Background: an optimization exercise with open tools, aiming at small area and a short achievable clock period. Do not read the settings as production practice. RTL that was checked went through simulation tests only; none was proved equivalent to the original. Power figures rest on the tool's default switching activity, not on a simulated workload.

## l0_buffer_top
module l0_buffer_top (
   input  logic                                 clk_pll_200,
   input  logic                                 reset,
   input  logic                                 burst,
   input  logic                                 flush,
   input  logic [2-1:0]             wr_en,
   input  logic [2*32-1:0]  wr_data,
   input  logic [2-1:0]             rd_en,
   output logic [2*32-1:0]  rd_data,
   output logic [2-1:0]             empty,
   output logic [2-1:0]             full,
   output logic [2-1:0]             refill_req,
   output logic                                 ecrst,
   output logic                                 bcrst,
   output logic                                 ready
);
Size in the first run: ~2400 cells after synthesis, about 1100 flip-flops, ~150 I/O pins.
==> module primitive_buffer, before the edit <==
module primitive_buffer (
   input  logic                      clk_pll_200,
   input  logic                      reset,
   input  logic                      soft_reset,
   input  logic                      flush,
   input  logic                      burst,
   input  logic                      wr_en,
   input  l0_buffer_pkg::port_word_t wr_data,
   input  logic                      rd_en,
   output l0_buffer_pkg::port_word_t rd_data,
   output logic                      empty,
   output logic                      full,
   output logic                      refill_req
);
   localparam int DEPTH = 16;
   localparam int MEM_D = DEPTH - 1;    
   localparam int PTR_W = $clog2(MEM_D);
   localparam int CNT_W = 5;
   l0_buffer_pkg::port_word_t  mem [MEM_D];
   l0_buffer_pkg::port_word_t  head;
   l0_buffer_pkg::port_word_t  mem_q;
   logic [PTR_W-1:0]           wr_ptr;
   logic [MEM_D-1:0]           rd_sel;    
   logic [CNT_W-1:0]           count;     
   logic [CNT_W-1:0]           count_nx;
   logic                       ge2;       
   logic                       lt4;       
   logic                       clear;
   logic                       wr_ok;
   logic                       rd_ok;
   logic                       inc;
   logic                       dec;
   logic                       mem_wr;
   logic                       mem_rd;
   logic                       head_ld;
   logic                       head_wr;
   logic                       head_mem;
   assign clear  = reset | soft_reset | flush;
   assign wr_ok  = wr_en & ~full;     
   assign rd_ok  = rd_en & ~empty;    
   assign mem_wr = wr_ok & ~empty & (ge2 | ~rd_en);
   assign mem_rd = rd_en & ge2;
   assign inc = wr_ok & ~rd_ok;
   assign dec = rd_ok & ~wr_ok;
   always_comb begin
      count_nx = count;
      if (inc) count_nx = count + CNT_W'(1);
      if (dec) count_nx = count - CNT_W'(1);
   end
   for (genvar i = 0; i < MEM_D; i++) begin : g_mem
      always_ff @(posedge clk_pll_200) begin
         if (wr_en & ~full & (wr_ptr == PTR_W'(i))) begin
            mem[i] <= wr_data;
         end
      end
   end
   always_comb begin
      mem_q = '0;
      for (int i = 0; i < MEM_D; i++) begin
         mem_q = mem_q | (mem[i] & {32{rd_sel[i]}});
      end
   end
   assign head_ld  = rd_en | empty;
   assign head_wr  = head_ld & ~ge2;
   assign head_mem = head_ld & ge2;
   always_ff @(posedge clk_pll_200) begin
      head <= ({32{head_wr}}  & wr_data)
            | ({32{head_mem}} & mem_q)
            | ({32{~head_ld}} & head);
   end
   always_ff @(posedge clk_pll_200) begin
      if (clear) begin
         wr_ptr     <= '0;
         rd_sel     <= MEM_D'(1);
         count      <= '0;
         empty      <= 1'b1;
         full       <= 1'b0;
         ge2        <= 1'b0;
         lt4        <= 1'b1;
         refill_req <= 1'b0;
      end else begin
         if (mem_wr) begin
            wr_ptr <= (wr_ptr == PTR_W'(MEM_D - 1)) ? '0 : wr_ptr + PTR_W'(1);
         end
         if (mem_rd) begin
            rd_sel <= {rd_sel[MEM_D-2:0], rd_sel[MEM_D-1]};
         end
         count      <= count_nx;
         empty      <= inc ? 1'b0 : dec ? (count == CNT_W'(1)) : empty;
         full       <= inc ? (count == CNT_W'(DEPTH - 1)) : dec ? 1'b0 : full;
         ge2        <= inc ? ~empty : dec ? (count >= CNT_W'(3)) : ge2;
         lt4        <= inc ? (count < CNT_W'(4 - 1)) :
                       dec ? (count < CNT_W'(4 + 1)) : lt4;
         refill_req <= burst & lt4;
      end
   end
   assign rd_data = head;
endmodule
clock: 3.8 ns
lec_check: 0
cap_margin: 20
core_margin: 2
core_utilization: 65
setup_slack_margin: 1.9
slew_margin: 20
tns_end_percent: 100
standard.sh (not shown) runs the stock make flow with config.mk's settings and CLKGATE_MAP_FILE= SYNTH_SCRIPT=/design/flow/synth_recipe.tcl, a recipe that flattens the netlist after the stock synthesis.
==> flow/flow/run.sh <==
#!/bin/bash
# Standard synthesis, then the standard layout with plain buffers on the
# ports, without the delay-cell buffers in placement and timing repair, and
# a clock tree without dummy loads.
set -euo pipefail
bash standard.sh synth > synth.log 2>&1
export BUFFER_PORTS_ARGS="-buffer_cell sky130_fd_sc_hd__buf_2"
export DONT_USE_CELLS="sky130_fd_sc_hd__clkdlybuf4s15_1 sky130_fd_sc_hd__clkdlybuf4s15_2 sky130_fd_sc_hd__clkdlybuf4s18_1 sky130_fd_sc_hd__clkdlybuf4s18_2 sky130_fd_sc_hd__clkdlybuf4s25_1 sky130_fd_sc_hd__clkdlybuf4s25_2 sky130_fd_sc_hd__clkdlybuf4s50_1 sky130_fd_sc_hd__clkdlybuf4s50_2"
export CTS_ARGS="-sink_clustering_enable -repair_clock_nets -dont_use_dummy_load -sink_clustering_size 25 -sink_clustering_max_diameter 70"
bash standard.sh > layout.log 2>&1
Edit:
--- a/flow/design.v
+++ b/flow/design.v
@@ -81,5 +81,5 @@
    l0_buffer_pkg::port_word_t  mem [MEM_D];
    l0_buffer_pkg::port_word_t  head;
-   l0_buffer_pkg::port_word_t  mem_q;
+   l0_buffer_pkg::port_word_t  head_nx;
    logic [PTR_W-1:0]           wr_ptr;
    logic [MEM_D-1:0]           rd_sel;    
@@ -117,17 +117,16 @@
       end
    end
-   always_comb begin
-      mem_q = '0;
-      for (int i = 0; i < MEM_D; i++) begin
-         mem_q = mem_q | (mem[i] & {32{rd_sel[i]}});
-      end
-   end
    assign head_ld  = rd_en | empty;
    assign head_wr  = head_ld & ~ge2;
    assign head_mem = head_ld & ge2;
-   always_ff @(posedge clk_pll_200) begin
-      head <= ({32{head_wr}}  & wr_data)
-            | ({32{head_mem}} & mem_q)
-            | ({32{~head_ld}} & head);
+   always_comb begin
+      head_nx = ({32{head_wr}}  & wr_data)
+              | ({32{~head_ld}} & head);
+      for (int i = 0; i < MEM_D; i++) begin
+         head_nx = head_nx | ({32{head_mem & rd_sel[i]}} & mem[i]);
+      end
+   end
+   always_ff @(posedge clk_pll_200) begin
+      head <= head_nx;
    end
    always_ff @(posedge clk_pll_200) begin
Sequential share of layout area is about the same.
First-iteration DRC count came out higher by 12%.
Die area came out lower by 1.3%.
Final area hardly moves.
Final cell count came out lower by 0.56%.
Utilization came out higher by 0.54 points.
Global-route usage hardly moves.
Wire length came out lower by 0.88%.
Total power barely changes.
Clock-buffer cell count does not change.
Combinational power came out higher by about 2%.
Register-to-register slack is about the same.
Clock power hardly moves.
Only the layout flow was run in the second run of this note; the RTL was not checked for function there.

## afterwards: timing with drivers on the ports
How much do the figures lean on ideal ports? The routed layouts below were timed once more, with nothing changed but the port constraints.
Step 1: set_driving_cell puts a clkbuf_16 on clk_pll_200 and a buf_2 on each other input, an assumption about the parent block.
Step 2 moves the port delays by t, midway between the first and last clock arrival at a register: inputs arrive t later, outputs are due t later. That takes back most of the time a late clock gives input paths.
Three values: ideal ports, drivers, drivers and shift; two values: the first two.
run	t, ns	slack for setup (ns)	clock arrival spread, ns	slew at the worst register clock pin (ns)	pins driven straight from the clock port
the first run	0.687	1.888 / 1.820 / 1.450	0.033 / 0.032	0.10 / 0.10	1
the second run	0.689	1.896 / 1.829 / 1.439	0.064 / 0.064	0.10 / 0.10	1
After both steps every run listed still meets setup and hold. The setup slack of the second run, which loses most, moves by -0.067 ns with the drivers and by -0.457 ns with both steps.
